Background: an optimization exercise with open tools, aiming at small area, a short achievable clock period and few clock cycles. Do not read the settings as production practice. Only simulation tests tie the RTL to the original design; equivalence was not proved. No activity file was given, so power comes from the tool's default toggle rates.

==> design/flow/design.v <==
`timescale 1ns / 1ps
`default_nettype none
package mns_pkg;
	localparam int TBL_AW      = 8;
	localparam int TABLE_DEPTH = 1 << TBL_AW;
	localparam int MSG_AW    = 2;
	localparam int MSG_DEPTH = 1 << MSG_AW;
	localparam logic [7:0] MAX_DATA = 8'd127;
	localparam logic [3:0] MIDI_CHANNEL = 4'h0;
	localparam logic [7:0] ST_CTRL = {4'hB, MIDI_CHANNEL};
	localparam logic [7:0] ST_PROG = {4'hC, MIDI_CHANNEL};
	localparam logic [7:0] ST_ON   = {4'h9, MIDI_CHANNEL};
	localparam logic [7:0] ST_OFF  = {4'h8, MIDI_CHANNEL};
	localparam logic [7:0] CC_BANK    = 8'h00;
	localparam logic [7:0] CC_VOLUME  = 8'h07;
	localparam logic [7:0] CC_ALL_OFF = 8'h7B;
	localparam int CFG_IW = 3;
	localparam int CFG_DW = 16;
	localparam logic [CFG_IW-1:0] REG_LOOP_ENABLE     = 3'd0;
	localparam logic [CFG_IW-1:0] REG_REVERSE_ORDER   = 3'd1;
	localparam logic [CFG_IW-1:0] REG_TRANSPOSE       = 3'd2;
	localparam logic [CFG_IW-1:0] REG_DUR_OFFSET      = 3'd3;
	localparam logic [CFG_IW-1:0] REG_PROGRAM_NUMBER  = 3'd4;
	localparam logic [CFG_IW-1:0] REG_CHANNEL_VOLUME  = 3'd5;
	localparam logic [CFG_IW-1:0] REG_BANK_NUMBER     = 3'd6;
	localparam logic [CFG_IW-1:0] REG_SEQUENCE_LENGTH = 3'd7;
	typedef enum logic [1:0] {
		CMD_TICK  = 2'd0,
		CMD_LOAD  = 2'd1,
		CMD_START = 2'd2,
		CMD_STOP  = 2'd3
	} cmd_t;
	typedef struct packed {
		cmd_t        command;
		logic [7:0]  entry_index;
		logic [7:0]  entry_note;
		logic [15:0] entry_duration;
	} req_t;
	typedef struct packed {
		logic [7:0] midi_byte;
		logic       last;
	} res_t;
	typedef struct packed {
		logic        loop_enable;
		logic        reverse_order;
		logic [7:0]  transpose;
		logic [15:0] dur_offset;
		logic [7:0]  program_number;
		logic [7:0]  channel_volume;
		logic [7:0]  bank_number;
		logic [8:0]  sequence_length;
	} cfg_t;
	typedef struct packed {
		logic [7:0] b0;
		logic [7:0] b1;
		logic [7:0] b2;
		logic       two_byte;
		logic       last;
	} msg_t;
	typedef struct packed {
		logic [7:0]  note;
		logic [15:0] duration;
	} entry_t;
endpackage
`default_nettype wire
`timescale 1ns / 1ps
`default_nettype none
import mns_pkg::*;
module mns_front (
	input  wire logic                       clk,
	input  wire logic                       arst_n,
	input  wire logic                       take,
	input  wire mns_pkg::req_t              request,
	input  wire logic                       cfg_we,
	input  wire logic [mns_pkg::CFG_IW-1:0] cfg_index,
	input  wire logic [mns_pkg::CFG_DW-1:0] cfg_wdata,
	input  wire logic                       q_full,
	output logic                            q_push,
	output mns_pkg::msg_t                   q_msg,
	output logic                            front_busy
);
	typedef enum logic [1:0] {
		F_IDLE,
		F_READ,
		F_EMIT
	} fst_t;
	localparam int M_VOL  = 0;
	localparam int M_BANK = 1;
	localparam int M_PROG = 2;
	localparam int M_ON   = 3;
	localparam int M_OFF  = 4;
	localparam int M_AOFF = 5;
	fst_t        state_q;
	mns_pkg::cfg_t        cfg_q;
	logic        playing_q;
	logic        setup_sent_q;
	logic        sounding_q;
	logic [8:0]  pos_q;
	logic [15:0] ticks_q;
	logic [5:0]  mask_q;
	logic [7:0]  note_q;
	logic [23:0] tbl_mem [0:TABLE_DEPTH-1];   
	mns_pkg::entry_t      tbl_rd_q;
	logic              setup_now;
	logic [8:0]        pos_a;
	logic              at_end;
	logic [8:0]        pos_b;
	logic [8:0]        slot_raw;
	logic [TBL_AW-1:0] rd_addr;
	logic [7:0]        prog_m1;
	logic [5:0]        setup_mask;
	logic [5:0]        aoff_mask;
	logic [7:0]        note_sum;
	logic [15:0]       dur_sum;
	logic [15:0]       t_cur;
	logic [15:0]       t_dec;
	logic              note_ok;
	logic [5:0]        read_mask;
	logic [5:0]        low_bit;
	logic              load_we;
	always_ff @(posedge clk or negedge arst_n) begin
		if (!arst_n) begin
			cfg_q.loop_enable     <= 1'b0;
			cfg_q.reverse_order   <= 1'b0;
			cfg_q.transpose       <= 8'd0;
			cfg_q.dur_offset      <= 16'd0;
			cfg_q.program_number  <= 8'd0;
			cfg_q.channel_volume  <= 8'd0;
			cfg_q.bank_number     <= 8'd0;
			cfg_q.sequence_length <= 9'd1;
		end else if (cfg_we) begin
			unique case (cfg_index)
				REG_LOOP_ENABLE:     cfg_q.loop_enable     <= cfg_wdata[0];
				REG_REVERSE_ORDER:   cfg_q.reverse_order   <= cfg_wdata[0];
				REG_TRANSPOSE:       cfg_q.transpose       <= cfg_wdata[7:0];
				REG_DUR_OFFSET:      cfg_q.dur_offset      <= cfg_wdata[15:0];
				REG_PROGRAM_NUMBER:  cfg_q.program_number  <= cfg_wdata[7:0];
				REG_CHANNEL_VOLUME:  cfg_q.channel_volume  <= cfg_wdata[7:0];
				REG_BANK_NUMBER:     cfg_q.bank_number     <= cfg_wdata[7:0];
				REG_SEQUENCE_LENGTH: cfg_q.sequence_length <= cfg_wdata[8:0];
				default: ;
			endcase
		end
	end
	always_comb begin
		setup_now = !setup_sent_q;
		pos_a     = setup_now ? 9'd0 : pos_q;
		at_end    = !sounding_q && (pos_a >= cfg_q.sequence_length);
		pos_b     = at_end ? 9'd0 : pos_a;
		slot_raw  = cfg_q.reverse_order ? (cfg_q.sequence_length - pos_b - 9'd1) : pos_b;
		rd_addr   = slot_raw[TBL_AW-1:0];
		prog_m1   = cfg_q.program_number - 8'd1;
		setup_mask         = '0;
		setup_mask[M_VOL]  = setup_now && (cfg_q.channel_volume <= MAX_DATA);
		setup_mask[M_BANK] = setup_now && (cfg_q.bank_number <= MAX_DATA);
		setup_mask[M_PROG] = setup_now && (prog_m1 <= MAX_DATA);
		aoff_mask          = '0;
		aoff_mask[M_AOFF]  = playing_q && sounding_q;
	end
	always_comb begin
		note_sum = tbl_rd_q.note + cfg_q.transpose;
		dur_sum  = tbl_rd_q.duration + cfg_q.dur_offset;
		t_cur    = sounding_q ? ticks_q : dur_sum;
		t_dec    = t_cur - 16'd1;
		note_ok  = (note_sum <= MAX_DATA) && (cfg_q.channel_volume <= MAX_DATA);
		read_mask        = '0;
		read_mask[M_ON]  = !sounding_q && note_ok;
		read_mask[M_OFF] = (t_dec == 16'd0) && note_ok;
	end
	assign load_we = take && (state_q == F_IDLE) && (request.command == CMD_LOAD);
	always_ff @(posedge clk) begin
		if (load_we) begin
			tbl_mem[request.entry_index[TBL_AW-1:0]] <= {request.entry_note, request.entry_duration};
		end
		tbl_rd_q <= tbl_mem[rd_addr];
	end
	always_comb begin
		low_bit = mask_q & (~mask_q + 6'd1);
		q_msg.b0       = ST_CTRL;
		q_msg.b1       = CC_ALL_OFF;
		q_msg.b2       = 8'h00;
		q_msg.two_byte = 1'b0;
		q_msg.last     = 1'b0;
		priority if (low_bit[M_VOL]) begin
			q_msg.b1 = CC_VOLUME;
			q_msg.b2 = cfg_q.channel_volume;
		end else if (low_bit[M_BANK]) begin
			q_msg.b1 = CC_BANK;
			q_msg.b2 = cfg_q.bank_number;
		end else if (low_bit[M_PROG]) begin
			q_msg.b0       = ST_PROG;
			q_msg.b1       = prog_m1;
			q_msg.two_byte = 1'b1;
		end else if (low_bit[M_ON]) begin
			q_msg.b0 = ST_ON;
			q_msg.b1 = note_q;
			q_msg.b2 = cfg_q.channel_volume;
		end else if (low_bit[M_OFF]) begin
			q_msg.b0 = ST_OFF;
			q_msg.b1 = note_q;
			q_msg.b2 = cfg_q.channel_volume;
		end else begin
		end
		q_msg.last = ((mask_q & ~low_bit) == 6'd0);
	end
	assign q_push     = (state_q == F_EMIT) && (mask_q != 6'd0) && !q_full;
	assign front_busy = (state_q != F_IDLE);
	always_ff @(posedge clk or negedge arst_n) begin
		if (!arst_n) begin
			state_q      <= F_IDLE;
			playing_q    <= 1'b0;
			setup_sent_q <= 1'b0;
			sounding_q   <= 1'b0;
			pos_q        <= 9'd0;
			ticks_q      <= 16'd0;
			mask_q       <= 6'd0;
			note_q       <= 8'd0;
		end else begin
			unique case (state_q)
				F_IDLE: begin
					if (take) begin
						unique case (request.command)
							CMD_TICK: begin
								if (playing_q) begin
									mask_q <= setup_mask;
									pos_q  <= pos_b;
									if (at_end && !cfg_q.loop_enable) begin
										playing_q    <= 1'b0;
										setup_sent_q <= 1'b0;
										sounding_q   <= 1'b0;
										state_q      <= F_EMIT;
									end else begin
										setup_sent_q <= 1'b1;
										state_q      <= F_READ;
									end
								end
							end
							CMD_LOAD: begin
							end
							CMD_START: begin
								mask_q       <= aoff_mask;
								playing_q    <= 1'b1;
								setup_sent_q <= 1'b0;
								sounding_q   <= 1'b0;
								pos_q        <= 9'd0;
								state_q      <= F_EMIT;
							end
							CMD_STOP: begin
								mask_q       <= aoff_mask;
								playing_q    <= 1'b0;
								setup_sent_q <= 1'b0;
								sounding_q   <= 1'b0;
								state_q      <= F_EMIT;
							end
							default: ;
						endcase
					end
				end
				F_READ: begin
					note_q  <= note_sum;
					ticks_q <= t_dec;
					mask_q  <= mask_q | read_mask;
					if (t_dec == 16'd0) begin
						sounding_q <= 1'b0;
						pos_q      <= pos_q + 9'd1;
					end else begin
						sounding_q <= 1'b1;
					end
					state_q <= F_EMIT;
				end
				F_EMIT: begin
					if (mask_q == 6'd0) begin
						state_q <= F_IDLE;
					end else if (!q_full) begin
						mask_q <= mask_q & ~low_bit;
						if (q_msg.last) begin
							state_q <= F_IDLE;
						end
					end
				end
				default: state_q <= F_IDLE;
			endcase
		end
	end
endmodule
`default_nettype wire
`timescale 1ns / 1ps
`default_nettype none
import mns_pkg::*;
module mns_msg_fifo (
	input  wire logic          clk,
	input  wire logic          arst_n,
	input  wire logic          push,
	input  wire mns_pkg::msg_t push_msg,
	input  wire logic          pop,
	output mns_pkg::msg_t      head_msg,
	output logic               full,
	output logic               empty
);
	logic [25:0]       fifo_mem [0:MSG_DEPTH-1];   
	logic [MSG_AW-1:0] wr_ptr_q;
	logic [MSG_AW-1:0] rd_ptr_q;
	logic [MSG_AW:0]   count_q;
	assign full     = (count_q == (MSG_AW + 1)'(MSG_DEPTH));
	assign empty    = (count_q == '0);
	assign head_msg = fifo_mem[rd_ptr_q];
	always_ff @(posedge clk) begin
		if (push) begin
			fifo_mem[wr_ptr_q] <= push_msg;
		end
	end
	always_ff @(posedge clk or negedge arst_n) begin
		if (!arst_n) begin
			wr_ptr_q <= '0;
			rd_ptr_q <= '0;
			count_q  <= '0;
		end else begin
			if (push) begin
				wr_ptr_q <= wr_ptr_q + 1'b1;
			end
			if (pop) begin
				rd_ptr_q <= rd_ptr_q + 1'b1;
			end
			unique case ({push, pop})
				2'b10:   count_q <= count_q + 1'b1;
				2'b01:   count_q <= count_q - 1'b1;
				default: count_q <= count_q;
			endcase
		end
	end
endmodule
`default_nettype wire
`timescale 1ns / 1ps
`default_nettype none
import mns_pkg::*;
module mns_tx (
	input  wire logic          clk,
	input  wire logic          arst_n,
	input  wire mns_pkg::msg_t head_msg,
	input  wire logic          empty,
	output logic               pop,
	output logic               strobe,
	output mns_pkg::res_t      result
);
	mns_pkg::msg_t       msg_q;
	logic [1:0] cnt_q;
	logic       act_q;
	logic       at_end;
	assign at_end = (cnt_q == (msg_q.two_byte ? 2'd1 : 2'd2));
	assign pop    = !empty && (!act_q || at_end);
	assign strobe = act_q;
	always_comb begin
		unique case (cnt_q)
			2'd0:    result.midi_byte = msg_q.b0;
			2'd1:    result.midi_byte = msg_q.b1;
			2'd2:    result.midi_byte = msg_q.b2;
			default: result.midi_byte = msg_q.b2;
		endcase
		result.last = msg_q.last && at_end;
	end
	always_ff @(posedge clk or negedge arst_n) begin
		if (!arst_n) begin
			act_q <= 1'b0;
			cnt_q <= 2'd0;
		end else if (act_q && !at_end) begin
			cnt_q <= cnt_q + 2'd1;
		end else if (pop) begin
			act_q <= 1'b1;
			cnt_q <= 2'd0;
		end else begin
			act_q <= 1'b0;
		end
	end
	always_ff @(posedge clk) begin
		if (pop) begin
			msg_q <= head_msg;
		end
	end
endmodule
`default_nettype wire
`timescale 1ns / 1ps
`default_nettype none
import mns_pkg::*;
module midi_note_sequencer (
	input  wire logic                       clk,
	input  wire logic                       arst_n,
	input  wire logic                       start,
	output logic                            busy,
	input  wire logic [33:0]                  request,
	output logic                            strobe,
	output logic [8:0]                   result,
	input  wire logic                       cfg_we,
	input  wire logic [mns_pkg::CFG_IW-1:0] cfg_index,
	input  wire logic [mns_pkg::CFG_DW-1:0] cfg_wdata
);
	logic take;
	logic q_push;
	logic q_pop;
	logic q_full;
	logic q_empty;
	logic front_busy;
	mns_pkg::msg_t q_msg;
	mns_pkg::msg_t head_msg;
	assign take = start && !busy;
	assign busy = front_busy || !q_empty || strobe;
	mns_front u_front (
		.clk        (clk),
		.arst_n     (arst_n),
		.take       (take),
		.request    (request),
		.cfg_we     (cfg_we),
		.cfg_index  (cfg_index),
		.cfg_wdata  (cfg_wdata),
		.q_full     (q_full),
		.q_push     (q_push),
		.q_msg      (q_msg),
		.front_busy (front_busy)
	);
	mns_msg_fifo u_fifo (
		.clk      (clk),
		.arst_n   (arst_n),
		.push     (q_push),
		.push_msg (q_msg),
		.pop      (q_pop),
		.head_msg (head_msg),
		.full     (q_full),
		.empty    (q_empty)
	);
	mns_tx u_tx (
		.clk      (clk),
		.arst_n   (arst_n),
		.head_msg (head_msg),
		.empty    (q_empty),
		.pop      (q_pop),
		.strobe   (strobe),
		.result   (result)
	);
endmodule
`default_nettype wire
==> design/flow/run.sh <==
#!/bin/bash
# synth_recipe.tcl (not shown) runs the flow's synth.tcl, then flattens the netlist and writes it again
# the make line also repeats each setting of config.mk as NAME=value (left out here)
make -C /OpenROAD-flow-scripts/flow DESIGN_CONFIG=/design/flow/config.mk WORK_HOME=/design/flow/orfs CLKGATE_MAP_FILE= SYNTH_SCRIPT=/design/flow/synth_recipe.tcl finish
==> design/flow/config.mk <==
export PLATFORM = sky130hd
export DESIGN_NAME = midi_note_sequencer
export DESIGN_NICKNAME = midi_note_sequencer
export VERILOG_FILES = /design/flow/design.v
export SDC_FILE = /design/flow/constraint.sdc
export NUM_CORES = 4
export LEC_CHECK = 0
export CAP_MARGIN = 20
export CORE_MARGIN = 2
export CORE_UTILIZATION = 30
export PLACE_DENSITY = 0.45
export SLEW_MARGIN = 20
export SYNTH_MEMORY_MAX_BITS = 8192
==> design/flow/constraint.sdc <==
create_clock -name core_clock -period 8.0 [get_ports {clk}]
set_input_delay 1.6000 -clock core_clock [delete_from_list [all_inputs] [get_ports {clk}]]
set_output_delay 1.6000 -clock core_clock [all_outputs]
set_load 0.01 [all_outputs]
==> results.txt <==
-- cell usage in the layout, fill, tap and decap left out, types with 47 or more instances in the layout --
cell       count
buf_4        681
mux2i_1      415
ha_1          52
o2111ai_1     68
a31oi_1      291
a22oi_1      105
clkbuf_1     191
inv_1         47
and3_1       380
a211oi_1     121
nor2_1        48
nor2_4        58
clkinv_1     186
nand3_1     1447
a311oi_1     142
buf_12       125
nor2_2       220
a32oi_1      310
o22ai_1      129
edfxtp_1    6244
nand2_1     4615
a221oi_1     124
clkinv_2      81
a22o_1        57
o211ai_1     145
o221ai_1      91
dfrtp_1      112
o21ai_0      275
a32o_1        49
mux2_2        73
clkbuf_16    701
a21oi_1      621
-- per-stage QoR --
stage	instance area, sq um	cells	setup WS, ps
2_1_floorplan	252000	18100	2890
3_3_place_gp	271000	28900	71.2
3_5_place_dp	271000	28900	184
4_1_cts	293000	30100	125
5_1_grt	293000	30200	90.0
6_report	293000	30200	303
-- worst paths after layout --
check / slack [ps] / to / depth (start not counted) / startpoint
min in group core_clock: 500 / u_front.ticks_q[2]$_DFFE_PN0P_ / 1 / u_front.ticks_q[2]$_DFFE_PN0P_
worst min register to register: 500 / u_front.ticks_q[2]$_DFFE_PN0P_ / 1 / u_front.ticks_q[2]$_DFFE_PN0P_
max in group asynchronous: 6130 / u_front.cfg_q[1]$_DFFE_PN0P_ / 2 / arst_n
worst max register to register: 300 / u_front.tbl_rd_q[8]$_DFF_P_ / 20 / u_front.setup_sent_q$_DFFE_PN0P_
worst max-delay path: 300 / u_front.tbl_rd_q[8]$_DFF_P_ / 20 / u_front.setup_sent_q$_DFFE_PN0P_
worst min-delay path: 480 / u_front.cfg_q[46]$_DFFE_PN0P_ / 1 / arst_n
-- logic make-up (layout without fill, tap and decap cells) --
logic type,after synthesis,in the layout,synth area share
XOR/XNOR,40,40,0.00139
AO/OA/AOI/OAI,2800,2800,0.0779
multiplexers,532,532,0.0237
other,0,44,0
AND/OR/NAND/NOR,6993,6993,0.117
adder cells (fa/ha/maj),58,58,0.00299
buffers and inverters,1299,2186,0.0195
flip-flops,6381,6381,0.757
-- per-layer routing --
metal  track usage  vias up  share of wire
met5             0        -       0.000083
met4        0.0604       12          0.033
met3        0.0285     1050          0.068
met2         0.312     5761           0.45
met1         0.295    83500           0.45
li1              -    69300              -
-- area by class of cell --
type | instances | area share
sequential | 6381 | 0.652
multi-input combinational | 10400 | 0.197
clock buffer | 901 | 0.0628
tap | 11200 | 0.0477
timing repair buffer | 880 | 0.0291
clock inverter | 356 | 0.0103
inverter | 49 | 0.000629
antenna | 44 | 0.000376
-- state kept, by name, summed over array words and instances, names as in the netlist, 2 cells and up --
name              count
u_front.tbl_mem    6144
u_front.ticks_q      16
u_fifo.rd_ptr_q       2
u_fifo.count_q        3
u_fifo.fifo_mem      80
u_front.mask_q        6
u_front.tbl_rd_q     24
u_tx.msg_q           20
u_front.note_q        8
u_tx.cnt_q            2
u_front.pos_q         9
u_fifo.wr_ptr_q       2
u_front.cfg_q        59
u_front.state_q       2
-- power breakdown --
group	internal (mW)	switching, mW
registers	37.2	0.526
logic	6.39	17.8
clock network	17.1	13.7
total	60.7	32.0
-- repair_timing --
item                       CTS  global route
resized for setup            0             1
setup buffers                0             2
setup endpoints to repair    0             3
==> flow_summary_export.csv <==
group,metric,value,unit
power_and_ir_drop,ir_drop,0.000248,V
cells_and_area,area_growth,16.1,%
cells_and_area,seqCellArea,191000,sq um
clock_network,cts_hold_buf,0,
clock_network,clockBufferDepth,4,
placement,dp_hpwl,526000,um
global_route,grt_max_degree,150,
sta,slew_viol_final,0,
synthesis,syn_area,252000,sq um
worst_setup_path,path_max_fanout,30,
synthesis,ys_ff_latch,6381,
routing,drc_errors,0,
worst_setup_path,crit_type,"register to register",
worst_setup_path,slowest_stage,"o21ai_0",
worst_setup_path,worstPathArrival,8740,ps
synthesis,synth_top_area_cell,"edfxtp_1",
die,rows,336,
die,core,837000,sq um
sta,setup_tns,0,ps
cells_and_area,drive_above_1_share,0.116,
worst_setup_path,crit_family,"simple AND/OR/NAND/NOR gates",
synthesis,synth_cell_types,86,
clock_network,htreeDepth,6,
outcome,status,"no timing/DRC/antenna violations",
sta,min_period,7700,ps
routing,final_antenna_net_count,0,
power_and_ir_drop,power_density,317,nW/um^2
clock_network,cts_tree,"built",
synthesis,ys_seq_area_frac,0.757,
sta,rsz0062_at_grt,"false",
worst_setup_path,cp.required,9040,ps
global_route,global_route.usage.total,0.202,
synthesis,avgSynthCellArea,13.9,sq um
synthesis,ys.flop_type,"edfxtp_1",
global_route,grt_pass1_vias,151000,
clock_network,cts.sink_count,6381,
cells_and_area,final_core_util,0.350,
placement,place_congestion,0.831,
sta,finalHoldViolCount,0,
die,num_io_pins,68,
synthesis,yosysWarningCount,3,
placement,port-buffer-count,67,
sta,fmax,130,MHz
clock_network,clkSlewWorstSetupHoldPaths,60,ps
clock_network,cts_made_buffers,693,
routing,via_count,160000,
clock_network,clock_latency,1180,ps
synthesis,synth_edf_count,6244,
sta,clock_skew,95.8,ps
power_and_ir_drop,finalPower,92.7,mW
power_and_ir_drop,cellLeakagePower,95.6,nW
clock_network,cts_root_buf,"clkbuf_16",
sta,relSlewSlack,0.115,
synthesis,syn_inst,18100,
worst_setup_path,crit_buf_inv,2,
global_route,grt_pass1_wl,1230000,um
worst_setup_path,cp_cell_sequence,"and2_1, ha_1, a21oi_1, o21ai_1, a21oi_1, and3_1, nand2_1, ha_1, fa_1, and2_1, a21oi_4, buf_4, nor2_4, buf_4, a22oi_1, o21ai_0, o21ai_0, o21ai_0, nand3_1, o22ai_1",
routing,viasPerCell,5.29,
worst_setup_path,critPathCaptureType,"register",
sta,setup_viol,0,
die,fp.dieH,920,um
synthesis,synth_nets,18200,
worst_setup_path,cp-start-kind,"register",
global_route,overflow,0,
sta,whs,485,ps
routing,wl_per_cell,29.5,um
job,drv_cap,0,
synthesis,synthTopCellsByArea,"edfxtp_1 74%, nand2_1 6.9%, nand3_1 2.9%, mux2i_1 1.6%, clkbuf_1 1.5%",
sta,worst_pin_slew,1330,ps
worst_setup_path,worst_path_largest_cell_delay,930,ps
routing,drt_pass1_iterations,6,
cells_and_area,nNetsFinal,18500,
cells_and_area,fill_cells,80800,
routing,wl,890000,um
die,start_util,0.301,
die,die_w,920,um
cells_and_area,multiInputGateArea,57700,sq um
synthesis,synthTopCellsByCount,"6244 x edfxtp_1, 4632 x nand2_1, 1454 x nand3_1",
worst_setup_path,cpMostUsedCell,"o21ai_0",
synthesis,yosysMostFrequentCell,"edfxtp_1",
min_path,hp-class,"input port to async pin",
synthesis,async_flop_share,0.0177,
sta,post-route-period-util,0.962,
synthesis,synth_top_area_share,0.744,
global_route,antenna_found_initial,72,
die,die_area,847000,sq um
routing,drt-initial-drc-count,18800,
Testbench counts, summed over its fixed seeds: cycles 26,393.

==> static timing again, ports no longer ideal <==
In the flow no input, the clock included, has a driving cell. The finished layout below was timed again as built, in two steps.
Step 1 assumes that a clkbuf_16 drives the clock port and a buf_2 every other input.
Step 2 also shifts input and output timing later by t, the mid clock arrival at the registers, as if the neighbouring blocks saw the same clock.
Three values: ideal, step 1, step 2; two values: the first two.
t, ns: 1.275
slack for setup (ns): 0.303 / 0.303 / 0.303
latest minus earliest clock arrival (ns): 0.099 / 0.099
slew at the worst register clock pin (ns): 0.07 / 0.07
worst data-port slew with drivers (ns): 0.39
After both steps setup and hold are still met in this run. The setup slack of this run moves by 0.000 ns with the drivers and by 0.000 ns with both steps.
